This design comes from an exercise in tuning for small area, a short achievable clock period and few clock cycles on the open sky130 flow, not from production work.
In this exercise RTL edits were held to simulation tests only and were not proved equivalent to the original.
Power figures rest on the tool's default switching activity, not on a simulated workload.

==> 02-25 <==
==> flow/design.v <==
`timescale 1ns/1ps
module tag_store_top (
  input  logic                   clk_i,
  input  logic                   rst_i,
  input  logic [(1 + 4 + $clog2(16) + 8 + 1)-1:0]   req_i,
  input  logic                   valid_i,
  output logic                   ready_o,
  input  logic [4-1:0]    lock_i,
  output logic [(4 + 2 + 8)-1:0]   res_o,
  output logic                   valid_o,
  input  logic                   ready_i
);
  localparam int QD = 4;    
  function automatic logic [3:0] victim_oh(input logic [3:0] elig,
                                           input logic [3:0] valid,
                                           input logic [1:0] ptr);
    logic [3:0] free, rot, r0, r1, r2, r3;
    free = elig & ~valid;
    r0 = elig[0] ? 4'b0001 : elig[1] ? 4'b0010 : elig[2] ? 4'b0100 : elig[3] ? 4'b1000 : 4'b0000;
    r1 = elig[1] ? 4'b0010 : elig[2] ? 4'b0100 : elig[3] ? 4'b1000 : elig[0] ? 4'b0001 : 4'b0000;
    r2 = elig[2] ? 4'b0100 : elig[3] ? 4'b1000 : elig[0] ? 4'b0001 : elig[1] ? 4'b0010 : 4'b0000;
    r3 = elig[3] ? 4'b1000 : elig[0] ? 4'b0001 : elig[1] ? 4'b0010 : elig[2] ? 4'b0100 : 4'b0000;
    case (ptr)
      2'd0:    rot = r0;
      2'd1:    rot = r1;
      2'd2:    rot = r2;
      default: rot = r3;
    endcase
    if (free[0])      victim_oh = 4'b0001;
    else if (free[1]) victim_oh = 4'b0010;
    else if (free[2]) victim_oh = 4'b0100;
    else if (free[3]) victim_oh = 4'b1000;
    else              victim_oh = rot;
  endfunction
  logic       rdy_q;
  logic [2:0] cnt_q;
  logic       accept;
  logic       pop;
  logic [2:0] cnt_next;
  assign accept   = valid_i & rdy_q;
  assign pop      = valid_o & ready_i;
  assign cnt_next = cnt_q + {2'b0, accept} - {2'b0, pop};
  always_ff @(posedge clk_i) begin
    if (rst_i) begin
      cnt_q <= '0;
      rdy_q <= 1'b1;
    end else begin
      cnt_q <= cnt_next;
      rdy_q <= cnt_next < 3'(QD);
    end
  end
  assign ready_o = rdy_q;
  logic        a_v;
  logic [17:0] a_req;
  logic [3:0]  a_lock;
  logic [15:0] a_sel;
  always_ff @(posedge clk_i) begin
    if (rst_i) a_v <= 1'b0;
    else       a_v <= accept;
    a_req  <= req_i;
    a_lock <= lock_i;
    for (int s = 0; s < 16; s++) a_sel[s] <= (req_i[12:9] == 4'(s));
  end
  logic [3:0] a_ind, a_idx, a_elig;
  logic [7:0] a_tag;
  assign a_ind  = a_req[16:13];
  assign a_idx  = a_req[12:9];
  assign a_tag  = a_req[8:1];
  assign a_elig = a_ind & ~a_lock;
  logic [3:0]  m_valid [16];
  logic [3:0]  m_dirty [16];
  logic [1:0]  m_ptr   [16];
  logic [7:0]  m_tag   [16][4];
  logic [3:0]  rd_valid, rd_dirty;
  logic [7:0]  rd_tag [4];
  logic [1:0]  rd_ptr;
  always_comb begin
    rd_valid = '0;
    rd_dirty = '0;
    rd_ptr   = '0;
    for (int w = 0; w < 4; w++) rd_tag[w] = '0;
    for (int s = 0; s < 16; s++) begin
      rd_valid = rd_valid | ({4{a_sel[s]}} & m_valid[s]);
      rd_dirty = rd_dirty | ({4{a_sel[s]}} & m_dirty[s]);
      rd_ptr   = rd_ptr   | ({2{a_sel[s]}} & m_ptr[s]);
      for (int w = 0; w < 4; w++) rd_tag[w] = rd_tag[w] | ({8{a_sel[s]}} & m_tag[s][w]);
    end
  end
  logic        b_v, b_flush, b_dirty, b_same, b_found;
  logic [3:0]  b_ind, b_idx, b_fsoh;
  logic [7:0]  b_tag;
  logic [3:0]  b_hit0, b_hitk, b_vic0, b_ahitx;
  logic        b_ahit0;
  logic [3:0]  hit0_n, hitk_n;
  logic [3:0]  b_vick [4];
  logic [3:0]  b_valid0, b_dirtyv;
  logic [1:0]  b_ptr;
  logic [7:0]  b_tags [4];
  logic        same_n, eq_prev;
  logic [3:0]  v0, fsoh;
  assign same_n  = b_v && (b_idx == a_idx);
  assign eq_prev = (b_tag == a_tag);
  assign v0      = rd_valid & ~((same_n && b_flush) ? b_ind : 4'b0);
  always_comb begin
    if (a_ind[0])      fsoh = 4'b0001;
    else if (a_ind[1]) fsoh = 4'b0010;
    else if (a_ind[2]) fsoh = 4'b0100;
    else if (a_ind[3]) fsoh = 4'b1000;
    else               fsoh = 4'b0001;
  end
  always_comb begin
    for (int w = 0; w < 4; w++) begin
      hit0_n[w] = a_ind[w] & v0[w] & (rd_tag[w] == a_tag);
      hitk_n[w] = a_ind[w] & eq_prev;
    end
  end
  always_ff @(posedge clk_i) begin
    if (rst_i) b_v <= 1'b0;
    else       b_v <= a_v;
    b_flush  <= a_req[17];
    b_ind    <= a_ind;
    b_idx    <= a_idx;
    b_tag    <= a_tag;
    b_dirty  <= a_req[0];
    b_same   <= same_n;
    b_found  <= |a_elig;
    b_fsoh   <= fsoh;
    b_hit0   <= hit0_n;
    b_hitk   <= hitk_n;
    b_ahit0  <= |hit0_n;
    for (int k = 0; k < 4; k++) begin
      b_ahitx[k] <= (|(hit0_n & ~(4'b0001 << k))) | hitk_n[k];
      b_tags[k]  <= rd_tag[k];
    end
    b_vic0   <= victim_oh(a_elig, v0, rd_ptr);
    for (int k = 0; k < 4; k++)
      b_vick[k] <= victim_oh(a_elig, rd_valid | (4'b0001 << k), 2'(k + 1));
    b_valid0 <= v0;
    b_dirtyv <= rd_dirty;
    b_ptr    <= rd_ptr;
  end
  logic [3:0]  w_valid, w_dirty, w_mod;
  logic        w_any;
  logic [1:0]  w_ptr;
  logic [7:0]  w_tag;
  logic [3:0]  ms, hit, vic_oh, c_valid, c_dirty;
  logic [1:0]  c_ptr, vic;
  logic [7:0]  c_tag [4];
  logic        any_hit, hit_dirty;
  always_comb begin
    for (int w = 0; w < 4; w++) begin
      ms[w]    = b_same & w_mod[w];
      hit[w]   = ms[w] ? b_hitk[w] : b_hit0[w];
      c_tag[w] = ms[w] ? w_tag : b_tags[w];
    end
    if (b_same && w_any) any_hit = |(w_mod & b_ahitx);
    else                 any_hit = b_ahit0;
    vic_oh  = b_vic0;
    if (|ms) begin
      vic_oh = '0;
      for (int k = 0; k < 4; k++) vic_oh = vic_oh | ({4{w_mod[k]}} & b_vick[k]);
    end
    c_valid = b_same ? w_valid : b_valid0;
    c_dirty = b_same ? w_dirty : b_dirtyv;
    c_ptr   = b_same ? w_ptr   : b_ptr;
    hit_dirty = (hit[0] & c_dirty[0]) |
                (~hit[0] & hit[1] & c_dirty[1]) |
                (~hit[0] & ~hit[1] & hit[2] & c_dirty[2]) |
                (~hit[0] & ~hit[1] & ~hit[2] & c_dirty[3]);
  end
  assign vic = {vic_oh[3] | vic_oh[2], vic_oh[3] | vic_oh[1]};
  logic        lookup, refill, dirty_upd;
  logic [3:0]  refill_oh, n_valid, n_dirty, sel_oh, ev_oh;
  logic [1:0]  n_ptr;
  logic [13:0] c_res;
  logic [7:0]  etag;
  assign lookup    = ~b_flush;
  assign refill    = lookup & ~any_hit & b_found;
  assign refill_oh = {4{refill}} & vic_oh;
  assign dirty_upd = lookup & any_hit & b_dirty & ~hit_dirty;
  always_comb begin
    if (b_flush)     n_valid = c_valid & ~b_ind;
    else             n_valid = c_valid | refill_oh;
    if (dirty_upd)   n_dirty = c_dirty | hit;
    else if (refill) n_dirty = (c_dirty & ~vic_oh) | (vic_oh & {4{b_dirty}});
    else             n_dirty = c_dirty;
    n_ptr = refill ? vic + 2'd1 : c_ptr;
  end
  assign sel_oh = b_flush ? b_fsoh : vic_oh;
  assign ev_oh  = sel_oh & c_valid;
  always_comb begin
    etag = '0;
    for (int w = 0; w < 4; w++) etag = etag | ({8{ev_oh[w]}} & c_tag[w]);
    c_res = '0;
    if (lookup && any_hit) begin
      c_res[13:10] = hit;
      c_res[9]     = 1'b1;
    end else if (b_flush || b_found) begin
      c_res[13:10] = b_flush ? b_ind : vic_oh;
      c_res[8]     = |(ev_oh & c_dirty);
      c_res[7:0]   = etag;
    end
  end
  always_ff @(posedge clk_i) begin
    w_valid <= n_valid;
    w_dirty <= n_dirty;
    w_ptr   <= n_ptr;
    w_mod   <= refill_oh;
    w_any   <= refill;
    w_tag   <= b_tag;
  end
  always_ff @(posedge clk_i) begin
    for (int s = 0; s < 16; s++) begin
      if (rst_i || (b_v && (b_idx == 4'(s)))) begin
        m_valid[s] <= n_valid & {4{~rst_i}};
        m_ptr[s]   <= n_ptr & {2{~rst_i}};
      end
      if (b_v && (b_idx == 4'(s))) begin
        m_dirty[s] <= n_dirty;
        for (int w = 0; w < 4; w++)
          if (refill_oh[w]) m_tag[s][w] <= b_tag;
      end
    end
  end
  logic [13:0] q [QD];
  logic [2:0]  qn_q;
  logic        vo_q;
  logic [2:0]  qn_next;
  assign qn_next = qn_q + {2'b0, b_v} - {2'b0, pop};
  always_ff @(posedge clk_i) begin
    if (rst_i) begin
      qn_q <= '0;
      vo_q <= 1'b0;
    end else begin
      qn_q <= qn_next;
      vo_q <= qn_next != 3'd0;
    end
    for (int i = 0; i < QD; i++) begin
      if (pop) begin
        if (b_v && (qn_q == 3'(i + 1))) q[i] <= c_res;
        else if (i < QD - 1)            q[i] <= q[(i + 1) % QD];
      end else if (b_v && (qn_q == 3'(i))) begin
        q[i] <= c_res;
      end
    end
  end
  assign valid_o = vo_q;
  assign res_o   = q[0];
endmodule
==> flow/run.sh <==
#!/bin/bash
# synth_recipe.tcl (not shown) runs the flow's synth.tcl, then flattens the netlist and writes it again
# the make line also repeats each setting of config.mk as NAME=value (left out here)
make -C /OpenROAD-flow-scripts/flow DESIGN_CONFIG=/design/flow/config.mk WORK_HOME=/design/flow/orfs CLKGATE_MAP_FILE= SYNTH_SCRIPT=/design/flow/synth_recipe.tcl finish
==> flow/config.mk <==
export PLATFORM = sky130hd
export DESIGN_NAME = tag_store_top
export DESIGN_NICKNAME = tag_store_top
export VERILOG_FILES = /design/flow/design.v
export SDC_FILE = /design/flow/constraint.sdc
export NUM_CORES = 4
export LEC_CHECK = 0
export ABC_CLOCK_PERIOD_IN_PS = 2500
export CAP_MARGIN = 20
export CORE_MARGIN = 2
export CORE_UTILIZATION = 40
export CTS_BUF_LIST = sky130_fd_sc_hd__clkbuf_16
export CTS_CLUSTER_DIAMETER = 80
export CTS_CLUSTER_SIZE = 30
export SETUP_SLACK_MARGIN = 4.3
export SLEW_MARGIN = 20
==> flow/constraint.sdc <==
create_clock -name core_clock -period 7.0 [get_ports {clk_i}]
set_input_delay 1.4000 -clock core_clock [delete_from_list [all_inputs] [get_ports {clk_i}]]
set_output_delay 1.4000 -clock core_clock [all_outputs]
set_load 0.01 [all_outputs]
==> 04-15: changes against 02-25 <==
--- a/flow/design.v
+++ b/flow/design.v
@@ -212,7 +212,10 @@
   always_ff @(posedge clk_i) begin
     for (int s = 0; s < 16; s++) begin
-      if (rst_i || (b_v && (b_idx == 4'(s)))) begin
-        m_valid[s] <= n_valid & {4{~rst_i}};
-        m_ptr[s]   <= n_ptr & {2{~rst_i}};
+      if (rst_i) begin
+        m_valid[s] <= '0;
+        m_ptr[s]   <= '0;
+      end else if (b_v && (b_idx == 4'(s))) begin
+        m_valid[s] <= n_valid;
+        m_ptr[s]   <= n_ptr;
       end
       if (b_v && (b_idx == 4'(s))) begin
CORE_UTILIZATION = 60   (was 40)
CTS_BUF_LIST = not set   (was sky130_fd_sc_hd__clkbuf_16)
CTS_CLUSTER_DIAMETER = not set   (was 80)
CTS_CLUSTER_SIZE = not set   (was 30)
SETUP_SLACK_MARGIN = 4.5   (was 4.3)
==> notes <==
- Against 02-25, the non-clock buffer count of 04-15 is higher by 136.
- Of 04-15 and 02-25, 02-25 has the higher register-to-register slack (gap 40 ps).
- Cell area: 04-15 is larger than 02-25 (12%).
- In 04-15 the worst setup slack is lower than in 02-25, by 39 ps.
- Against 04-15, the utilization of 02-25 is lower by 31 points.
- Between 04-15 and 02-25, the lower combinational power is in 02-25 (gap about 10%, measured against 02-25).
- Against 02-25, the sequential share of layout area of 04-15 is lower by 9.5 points.
- Critical path depth: 04-15 is higher than 02-25 (10).
- In sequential cell count, 02-25 and 04-15 do not differ.
==> figures <==
item	04-15	02-25
Core footprint	54100 um2	81800 um2
Required time at the endpoint of the critical path	7350 ps	5600 ps
DR WL met2	48600 um	45100 um
Tap cells	696	1070
Worst-Skew Late Latency	650 ps	610 ps
Slew at the pin with the worst max-slew slack	967 ps	927 ps
Post-CTS Setup Bufs	91	23
Post-Synth XOR/XNOR Area	0.0130	0.0130
Outcome	finished clean	finished clean
Maximum number of pins on one net before global-route repair	106	67
Per-instance average area after synthesis	14.1 um2	15.6 um2
Post-synthesis share of cell area spent on full adders, half adders and majority gates	0.00273	0.00273
Area share of and/or/nand/nor cells after synthesis	0.0724	0.0588
Flip-flop and latch area	24100 um2	25100 um2
GRT met3 Usage	0.0596	0.0355
Multiplexer share of the synthesized area	0.0125	0.0156
Die width	239 um	291 um
Nets in the synthesized netlist	2370	2138
First drt pass iteration count	7	5
Finished Core Util	0.756	0.447
Testbench counts of 02-25, summed over its fixed seeds: cycles 12,024.
Testbench counts of 04-15, summed over its fixed seeds: cycles 12,024.

==> what the ideal ports hide <==
The results above use ideal ports. As a check the final layouts listed here were re-extracted and re-timed, cells and wires unchanged. Step 1, drivers: a clkbuf_16 drives clk_i and a buf_2 each remaining input, both assumed. Step 2 moves the port delays by t, midway between the first and last clock arrival at a register: inputs arrive t later, outputs are due t later. That takes back most of the time a late clock gives input paths. Three values: ideal, step 1, step 2; two values: the first two.
| run | shift t [ns] | setup WS [ns] | latest minus earliest clock arrival (ns) |
|---|---|---|---|
| 02-25 | 0.666 | 4.347 / 4.278 / 3.768 | 0.032 / 0.032 |
| 04-15 | 0.702 | 4.308 / 4.308 / 3.885 | 0.029 / 0.028 |
After both steps setup and hold are still met in every run listed. For 02-25, which loses most, drivers alone change the setup slack by -0.069 ns; drivers and shift together by -0.579 ns.
